Source: an optimization exercise on an open RTL-to-GDS flow (aim: small area, a short achievable clock period and few clock cycles per item). Production flows keep margins and buffers that such runs may drop.
In this exercise RTL edits were held to simulation tests only and were not proved equivalent to the original.
No activity file was given, so power comes from the tool's default toggle rates.

## stream_reader_top
module stream_reader_top (
    input  logic          clk_i,
    input  logic          rst_ni,
    input  logic          start_i,
    input  logic [255:0]  lane_cfg_i,
    output logic          done_o,
    output logic [31:0]   ar_addr_o,
    output logic          ar_valid_o,
    input  logic          ar_ready_i,
    input  logic [63:0]   r_data_i,
    input  logic          r_valid_i,
    output logic          r_ready_o,
    output logic [127:0]  data_o,
    output logic [3:0]    valid_o,
    input  logic [3:0]    ready_i
);
For scale: about 1000 cells after synthesis, roughly 500 I/O pins, about 9800 um2 of cells after synthesis.
==> flow/config.mk <==
export PLATFORM = sky130hd
export DESIGN_NAME = stream_reader_top
export DESIGN_NICKNAME = stream_reader_top
export VERILOG_FILES = /design/flow/design.v
export SDC_FILE = /design/flow/constraint.sdc
export NUM_CORES = 4
export LEC_CHECK = 0
export CAP_MARGIN = 20
export CORE_MARGIN = 2
export CORE_UTILIZATION = 40
export SETUP_SLACK_MARGIN = 2.7
export SLEW_MARGIN = 20
==> flow/constraint.sdc <==
create_clock -name core_clock -period 5.5 [get_ports {clk_i}]
set_input_delay 1.1000 -clock core_clock [delete_from_list [all_inputs] [get_ports {clk_i}]]
set_output_delay 1.1000 -clock core_clock [all_outputs]
set_load 0.01 [all_outputs]
standard.sh (not shown) runs the stock make flow with config.mk's settings and CLKGATE_MAP_FILE= SYNTH_SCRIPT=/design/flow/synth_recipe.tcl, a recipe that flattens the netlist after the stock synthesis.
==> flow/flow/run.sh <==
#!/bin/bash
# Standard layout, with the smallest plain buffer on every port and a
# clock tree of mid-size buffers without dummy loads
set -o pipefail
export BUFFER_PORTS_ARGS="-buffer_cell sky130_fd_sc_hd__buf_1"
export CTS_ARGS="-sink_clustering_enable -repair_clock_nets -dont_use_dummy_load -buf_list {sky130_fd_sc_hd__clkbuf_4 sky130_fd_sc_hd__clkbuf_8}"
bash standard.sh > standard.log 2>&1
The baseline completed without violations.
Testbench counts at the start, summed over its fixed seeds: cycles 28,101, words 20,790.
Change:
PLACE_DENSITY = 0.85   (was unset)
Result: The new run finished clean; power climbs by 0.64%; critical path depth rose by 9; register-to-register slack is worse by 100 ps; first-iteration DRC count rose by 34%; wire length decreases by 17%; worst hold slack is better by 11 ps.
Change:
PLACE_DENSITY = unset   (was 0.85)
SETUP_SLACK_MARGIN = 2.8   (was 2.7)
Effect:
- wire length rose by a quarter to a third
- die area does not change
- global-route usage came out higher by 5.9 points
- power goes up by roughly a tenth
- via count fell slightly
- synthesized area is unchanged
- non-clock buffer count climbs by 20
- clock power grows slightly
- cell count climbs by a few percent


## run 1
Another version of the RTL of stream_reader_top (not shown whole).
For scale: ~130 flip-flops, ~500 I/O pins, about 10,000 um^2 of cells after synthesis.
## stream_reader_top
module stream_reader_top (
    input  logic          clk_i,
    input  logic          rst_ni,
    input  logic          start_i,
    input  logic [255:0]  lane_cfg_i,
    output logic          done_o,
    output logic [31:0]   ar_addr_o,
    output logic          ar_valid_o,
    input  logic          ar_ready_i,
    input  logic [63:0]   r_data_i,
    input  logic          r_valid_i,
    output logic          r_ready_o,
    output logic [127:0]  data_o,
    output logic [3:0]    valid_o,
    input  logic [3:0]    ready_i
);
    localparam int unsigned NL    = stream_pkg::NODE_NUM;
    localparam int unsigned TRK_D = stream_pkg::MAX_OUTSTANDING;
    localparam int unsigned PTR_W = $clog2(TRK_D);
    logic        run_q;
    logic        issued_q;    
    logic [1:0]  nxt_q;       
    logic [31:2] addr_q;      
    logic [16:0] rem_q;       
    logic [15:2] step_q;      
    logic        s4_q;        
    logic        first_q;     
    logic        trk_empty;
    logic [31:2] nxt_base;
    logic [15:0] nxt_size;
    logic [15:2] nxt_stride;
    logic        nxt_s4;
    logic        reading;
    logic        lane_end;
    logic        lane_load;
    logic        two;
    logic        ar_take;
    logic        trk_full_q;
    logic        drained;
    always_comb begin
        nxt_base   = lane_cfg_i[64*nxt_q+34 +: 30];
        nxt_size   = lane_cfg_i[64*nxt_q+16 +: 16];
        nxt_stride = lane_cfg_i[64*nxt_q+2 +: 14];
    end
    assign nxt_s4 = (nxt_stride == 14'd1);
    assign reading   = run_q && !issued_q;
    assign lane_end  = rem_q[16];
    assign lane_load = start_i || (reading && lane_end && nxt_q != '0);
    assign two = s4_q && !addr_q[2] && (rem_q[15:2] != '0);
    logic [14:0] addr_lo_sum;
    logic [31:16] addr_hi_inc;
    logic [31:2] addr_step;
    assign addr_lo_sum = {1'b0, addr_q[15:2]} + {1'b0, step_q};
    assign addr_hi_inc = addr_q[31:16] + 1'b1;
    assign addr_step   = {addr_lo_sum[14] ? addr_hi_inc : addr_q[31:16], addr_lo_sum[13:0]};
    assign ar_valid_o = reading && !lane_end && !trk_full_q;
  ...
export LEC_CHECK = 0
export CAP_MARGIN = 20
export CORE_MARGIN = 2
export CORE_UTILIZATION = 40
export SETUP_SLACK_MARGIN = 2.5
export SLEW_MARGIN = 20
create_clock -name core_clock -period 5.5 [get_ports {clk_i}]
==> flow/flow/run.sh <==
#!/bin/bash
# Standard layout, with the smallest plain buffer on every port and a
# clock tree of mid-size buffers without dummy loads
set -o pipefail
export BUFFER_PORTS_ARGS="-buffer_cell sky130_fd_sc_hd__buf_1"
export CTS_ARGS="-sink_clustering_enable -repair_clock_nets -dont_use_dummy_load -sink_clustering_size 30 -sink_clustering_max_diameter 100 -buf_list {sky130_fd_sc_hd__clkbuf_4 sky130_fd_sc_hd__clkbuf_8}"
bash standard.sh > standard.log 2>&1
Testbench counts of run 1, summed over its fixed seeds: cycles 28,101, words 20,790.
What run 2 does differently from run 1 at the input level:
==> flow/flow/run.sh <==
#!/bin/bash
# Standard layout, with the smallest plain buffer on every port and a
# clock tree of mid-size buffers without dummy loads
set -o pipefail
export BUFFER_PORTS_ARGS="-buffer_cell sky130_fd_sc_hd__buf_1"
export CTS_ARGS="-sink_clustering_enable -repair_clock_nets -dont_use_dummy_load -buf_list {sky130_fd_sc_hd__clkbuf_4 sky130_fd_sc_hd__clkbuf_8}"
bash standard.sh > standard.log 2>&1
--- outcome ---
- Between run 2 and run 1, the difference in post-cts gate resize count is negligible.
- The number of levels in the clock H-tree of run 2 and that of run 1 are within noise of each other.
- Comparing run 1 against run 2, there is no change at all in post-route fraction of the period consumed by the critical path.
Relative to run 2, the following input files were edited for run 3:
# run 2
export LEC_CHECK = 0
export CAP_MARGIN = 20
export CORE_MARGIN = 2
export CORE_UTILIZATION = 40
export SETUP_SLACK_MARGIN = 2.5
export SLEW_MARGIN = 20
create_clock -name core_clock -period 5.5 [get_ports {clk_i}]
# run 3
export LEC_CHECK = 0
export CAP_MARGIN = 20
export CORE_MARGIN = 2
export CORE_UTILIZATION = 40
export SETUP_SLACK_MARGIN = 2.85
export SLEW_MARGIN = 20
create_clock -name core_clock -period 5.5 [get_ports {clk_i}]
[summary]
Looking at routed wire length, run 3 sits above run 2. In the reports for run 2 and run 3, the larger logic gate share of total power belongs to run 3. Against run 2, run 3 comes in 1 lower on cell depth of the worst min-delay path. Run 2 reports its first element of the critical path as addr_q[2] while run 3 reports step_q[2]. On number of cells after detailed placement, run 2 and run 3 are neck and neck. Run 3 vs run 2 — total vias in the final route climbed by a few percent.
--- input diff run 3..run 4 ---
# run 3
export LEC_CHECK = 0
export CAP_MARGIN = 20
export CORE_MARGIN = 2
export CORE_UTILIZATION = 40
export SETUP_SLACK_MARGIN = 2.85
export SLEW_MARGIN = 20
create_clock -name core_clock -period 5.5 [get_ports {clk_i}]
# run 4
export LEC_CHECK = 0
export CAP_MARGIN = 20
export CORE_MARGIN = 2
export CORE_UTILIZATION = 40
export SETUP_SLACK_MARGIN = 2.7
export SLEW_MARGIN = 20
create_clock -name core_clock -period 5.5 [get_ports {clk_i}]
==> comparison <==
Status | run 3 and run 4 | clean
Re synthesis-to-layout area growth: run 3 was higher than run 4.
Taking run 3 as the reference, in run 4 post-cts sizing count lower, total number of cells along the worst setup path lower, clock tree buffer count of the final layout roughly the same, clock transition time at the flip-flop clock pins of the worst setup and hold paths roughly the same, wire length lower.
Summary — register-to-register slack, run 4 relative to run 3: higher, by 0.02 ns.
Post-route fraction of the period consumed by the critical path in run 4 is 0.36 points below run 3.
Re depth of the worst register-to-register path: run 3 and run 4 aren't equal, and the higher value belongs to run 3.

## port drivers added, routing unchanged
How much do the figures lean on ideal ports? The routed layouts below were timed once more, with nothing changed but the port constraints.
Step 1 assumes that a clkbuf_16 drives the clock port and a buf_2 every other input.
Step 2 times the ports against the registers' clock, not the clock port: input delays grow and output delays shrink by t, the midpoint of the rising clock arrivals with the driver on.
Slacks: ideal ports / drivers / drivers and shift; pairs: ideal ports / drivers.
run | t, ns | setup WS [ns] | worst setup path after step 2
the first run of note 1 | 0.478 | 2.674 / 2.628 / 2.282 | input to register
the second run of note 1 | 0.468 | 2.658 / 2.619 / 2.309 | input to register
the third run of note 1 | 0.474 | 2.680 / 2.633 / 2.401 | input to register
run 1 | 0.475 | 2.580 / 2.559 / 2.179 | input to register
run 2 | 0.475 | 2.580 / 2.559 / 2.179 | input to register
run 3 | 0.481 | 2.629 / 2.629 / 2.188 | input to register
run 4 | 0.485 | 2.649 / 2.629 / 2.245 | input to register
After both steps setup and hold are still met in every run listed. The setup slack of run 3, which loses most, moves by 0.000 ns with the drivers and by -0.441 ns with both steps.
